What follows belongs to an exercise in optimizing a design on an open flow for small area, a short achievable clock period and few clock cycles; a production flow would make more cautious choices. RTL that was checked went through simulation tests only; none was proved equivalent to the original.

== red ==
==> flow/design.v <==
module axi_bram2axis_amux #(
  parameter int W = 26
) (
  input  logic         sel,
  input  logic [W-1:0] c,
  input  logic [W-1:0] b,
  output logic [W-1:0] y
);
  assign y = b ^ (c & {W{sel}});
endmodule
module axi_bram2axis #(
  parameter int AXI_DATA_WIDTH      = 512,
  parameter int AXI_XFER_SIZE_WIDTH = 32,
  parameter int BRAM_ADDR_WIDTH     = 32,
  parameter int BRAM_DATA_WIDTH     = 512,
  parameter int BRAM_DELAY          = 2,
  parameter int FIFO_DEPTH          = BRAM_DELAY + 2
) (
  input  logic                           clk,
  input  logic                           rst,
  input  logic                           i_bs2a_start,
  output logic                           o_bs2a_done,
  input  logic [AXI_XFER_SIZE_WIDTH-1:0] i_bs2a_data_size_bytes,
  output logic                           o_bs2a_rden,
  output logic [BRAM_ADDR_WIDTH-1:0]     o_bs2a_rdaddr,
  input  logic [BRAM_DATA_WIDTH-1:0]     i_bs2a_rddata,
  output logic                           m_axis_tvalid,
  input  logic                           m_axis_tready,
  output logic [AXI_DATA_WIDTH-1:0]      m_axis_tdata,
  output logic                           m_axis_tlast
);
  localparam int NW = AXI_XFER_SIZE_WIDTH - 6;
  localparam int GW = 4;
  localparam int NG = (NW + GW - 1) / GW;
  logic          done_q;    
  logic          rden_q;    
  logic          vld_q;     
  logic          last_q;    
  logic [NG-1:0] en_q;      
  logic [NW-1:0] w_q;       
  logic [NW-1:0] rem_q;     
  logic [NW-1:0] n_in, cy, rem_dec, addr;
  logic          go, acc, vld_d, last_d, en_d, rem_en;
  assign n_in = i_bs2a_data_size_bytes[AXI_XFER_SIZE_WIDTH-1:6];
  assign go   = i_bs2a_start && (n_in != '0);
  assign acc  = vld_q && m_axis_tready;
  assign vld_d  = rden_q && !done_q && !acc;
  assign last_d = vld_q ? last_q : (rem_q == NW'(1));
  assign en_d   = vld_d && !last_d;
  assign rem_en = !vld_q && rden_q;
  always_comb begin
    for (int i = 0; i < NW; i++) begin
      logic [NW-1:0] lo, glo;
      lo         = (NW'(1) << i) - NW'(1);
      glo        = lo & ~((NW'(1) << (i / GW * GW)) - NW'(1));
      cy[i]      = en_q[i / GW] && &(w_q | ~glo);
      rem_dec[i] = rem_q[i] ^ (rem_en && &(~rem_q | ~lo));
    end
  end
  axi_bram2axis_amux #(.W(NW)) u_amux (
    .sel(m_axis_tready), .c(cy), .b(w_q), .y(addr)
  );
  assign o_bs2a_rden   = !done_q;
  assign o_bs2a_rdaddr = BRAM_ADDR_WIDTH'(addr);
  assign o_bs2a_done   = done_q;
  assign m_axis_tvalid = vld_q;
  assign m_axis_tdata  = i_bs2a_rddata;
  assign m_axis_tlast  = last_q;
  always_ff @(posedge clk) begin
    if (rst) begin
      done_q <= 1'b1;
      rden_q <= 1'b0;
      vld_q  <= 1'b0;
      en_q   <= '0;
    end else begin
      rden_q <= o_bs2a_rden;
      vld_q  <= vld_d;
      for (int g = 0; g < NG; g++)
        en_q[g] <= en_d && &(w_q | ~((NW'(1) << (g * GW)) - NW'(1)));
      if (done_q) begin
        if (go) done_q <= 1'b0;
      end else if (acc && last_q) begin
        done_q <= 1'b1;
      end
    end
  end
  always_ff @(posedge clk) begin
    if (rst || done_q) w_q <= '0;
    else               w_q <= addr;
  end
  always_ff @(posedge clk) begin
    rem_q  <= done_q ? n_in : rem_dec;
    last_q <= last_d;
  end
endmodule
Settings: LEC_CHECK=0, CAP_MARGIN=20, CORE_AREA=5 5 385 385, CTS_BUF_LIST=sky130_fd_sc_hd__clkbuf_4, CTS_CLUSTER_DIAMETER=100, CTS_CLUSTER_SIZE=50, DIE_AREA=0 0 390 390, SETUP_SLACK_MARGIN=2.4, SLEW_MARGIN=20, SYNTH_HIERARCHICAL=1, SYNTH_MINIMUM_KEEP_SIZE=0; clock period 5.0 ns.
standard.sh (not shown) runs the stock make flow with config.mk's settings and CLKGATE_MAP_FILE= SYNTH_SCRIPT=/design/flow/synth_recipe.tcl, a recipe that flattens the netlist after the stock synthesis.
==> flow/flow/run.sh <==
#!/bin/bash
# The standard layout, with three changes:
# - the port buffers are buf_2 cells instead of the resizer's default (a slow
#   delay cell);
# - the control ports are kept together on one stretch of the bottom edge
#   (flow/pins.tcl), next to the logic between them;
# - the clock tree is built without dummy loads.
set -euo pipefail
export BUFFER_PORTS_ARGS="-buffer_cell sky130_fd_sc_hd__buf_2"
export PRE_IO_PLACEMENT_TCL="$PWD/flow/pins.tcl"
export CTS_ARGS="-sink_clustering_enable -repair_clock_nets -sink_clustering_size 50 -sink_clustering_max_diameter 100 -buf_list sky130_fd_sc_hd__clkbuf_4 -dont_use_dummy_load"
bash standard.sh > standard.log 2>&1
==> flow/flow/pins.tcl <==
# Keep the control ports on one stretch of the bottom edge.
set_io_pin_constraint -region bottom:145-245 -pin_names [get_ports {
  clk rst i_bs2a_start i_bs2a_data_size_bytes* o_bs2a_done o_bs2a_rden
  o_bs2a_rdaddr* m_axis_tvalid m_axis_tready m_axis_tlast}]
red: full flow OK, the timing, DRC and antenna checks passed
Testbench counts of red, summed over its fixed seeds: cycles 13,562.
## Diff of input files: blue against red
-- flow/design.v --
<<< red, line 36
  logic          rden_q;    
  logic          vld_q;     
  logic          last_q;    
  logic [NG-1:0] en_q;      
  logic [NW-1:0] w_q;       
  logic [NW-1:0] rem_q;     
  logic [NW-1:0] n_in, cy, rem_dec, addr;
  logic          go, acc, vld_d, last_d, en_d, rem_en;
  assign n_in = i_bs2a_data_size_bytes[AXI_XFER_SIZE_WIDTH-1:6];
  assign go   = i_bs2a_start && (n_in != '0);
  assign acc  = vld_q && m_axis_tready;
  assign vld_d  = rden_q && !done_q && !acc;
  assign last_d = vld_q ? last_q : (rem_q == NW'(1));
  assign en_d   = vld_d && !last_d;
  assign rem_en = !vld_q && rden_q;
>>> blue, line 36
  logic          rden_q;    
  logic          vld_q;     
  logic [NG-1:0] en_q;      
  logic [NW-1:0] w_q;       
  logic [NW-1:0] rem_q;     
  logic [NW-1:0] n_in, cy, rem_dec, addr;
  logic          go, acc, last, vld_d, last_d, en_d, rem_en;
  assign n_in = i_bs2a_data_size_bytes[AXI_XFER_SIZE_WIDTH-1:6];
  assign go   = i_bs2a_start && (n_in != '0);
  assign acc  = vld_q && m_axis_tready;
  assign vld_d  = rden_q && !done_q && !acc;
  assign last   = (rem_q == '0);
  assign last_d = vld_q ? last : (rem_q == NW'(1));
  assign en_d   = vld_d && !last_d;
  assign rem_en = !vld_q && rden_q;
<<< red, line 66
  assign m_axis_tvalid = vld_q;
  assign m_axis_tdata  = i_bs2a_rddata;
  assign m_axis_tlast  = last_q;
  always_ff @(posedge clk) begin
    if (rst) begin
>>> blue, line 66
  assign m_axis_tvalid = vld_q;
  assign m_axis_tdata  = i_bs2a_rddata;
  assign m_axis_tlast  = last;
  always_ff @(posedge clk) begin
    if (rst) begin
<<< red, line 80
      if (done_q) begin
        if (go) done_q <= 1'b0;
      end else if (acc && last_q) begin
        done_q <= 1'b1;
      end
>>> blue, line 80
      if (done_q) begin
        if (go) done_q <= 1'b0;
      end else if (acc && last) begin
        done_q <= 1'b1;
      end
<<< red, line 90
  end
  always_ff @(posedge clk) begin
    rem_q  <= done_q ? n_in : rem_dec;
    last_q <= last_d;
  end
endmodule
>>> blue, line 90
  end
  always_ff @(posedge clk) begin
    rem_q <= done_q ? n_in : rem_dec;
  end
endmodule
Findings:
- [compare] base=red new=blue: count of inserted tapcells now sits at about the same level, synthesized cell count now sits higher.
- A standard cell with the maximum stage delay on the critical path of sky130_fd_sc_hd__dfxtp_2 is what blue shows, while sky130_fd_sc_hd__xnor2_2 belongs to red.
- Final worst-path cycle share (lower): red
- red → blue: worst hold slack down 10 ps, global-route wire length before repair rose by about 6%, total placed cells including tap cells comparable, switching part of the total went up by 8.3 points, total setup buffers inserted after CTS up 8.
Only the layout flow was run in blue; the RTL was not checked for function there.

-- what the ideal ports hide --
The results above use ideal ports. As a check the final layouts listed here were re-extracted and re-timed, cells and wires unchanged.
Step 1 (the two cells are an assumption about what drives the block):
set clk [get_ports {clk}]
set_driving_cell -lib_cell sky130_fd_sc_hd__clkbuf_16 $clk
set_driving_cell -lib_cell sky130_fd_sc_hd__buf_2 [delete_from_list [all_inputs] $clk]
Step 2 times the ports against the registers' clock, not the clock port: input delays grow and output delays shrink by t, the midpoint of the rising clock arrivals with the driver on.
a / b / c = ideal ports / drivers / drivers and shift; a / b = the first two.
run	shift t [ns]	setup WS [ns]	latest minus earliest clock arrival (ns)
red	0.422	2.422 / 2.278 / 2.278	0.036 / 0.036
blue	0.437	2.210 / 2.182 / 2.264	0.024 / 0.024
After both steps every run listed still meets setup and hold. The setup slack of red, which loses most, moves by -0.144 ns with the drivers and by -0.144 ns with both steps.
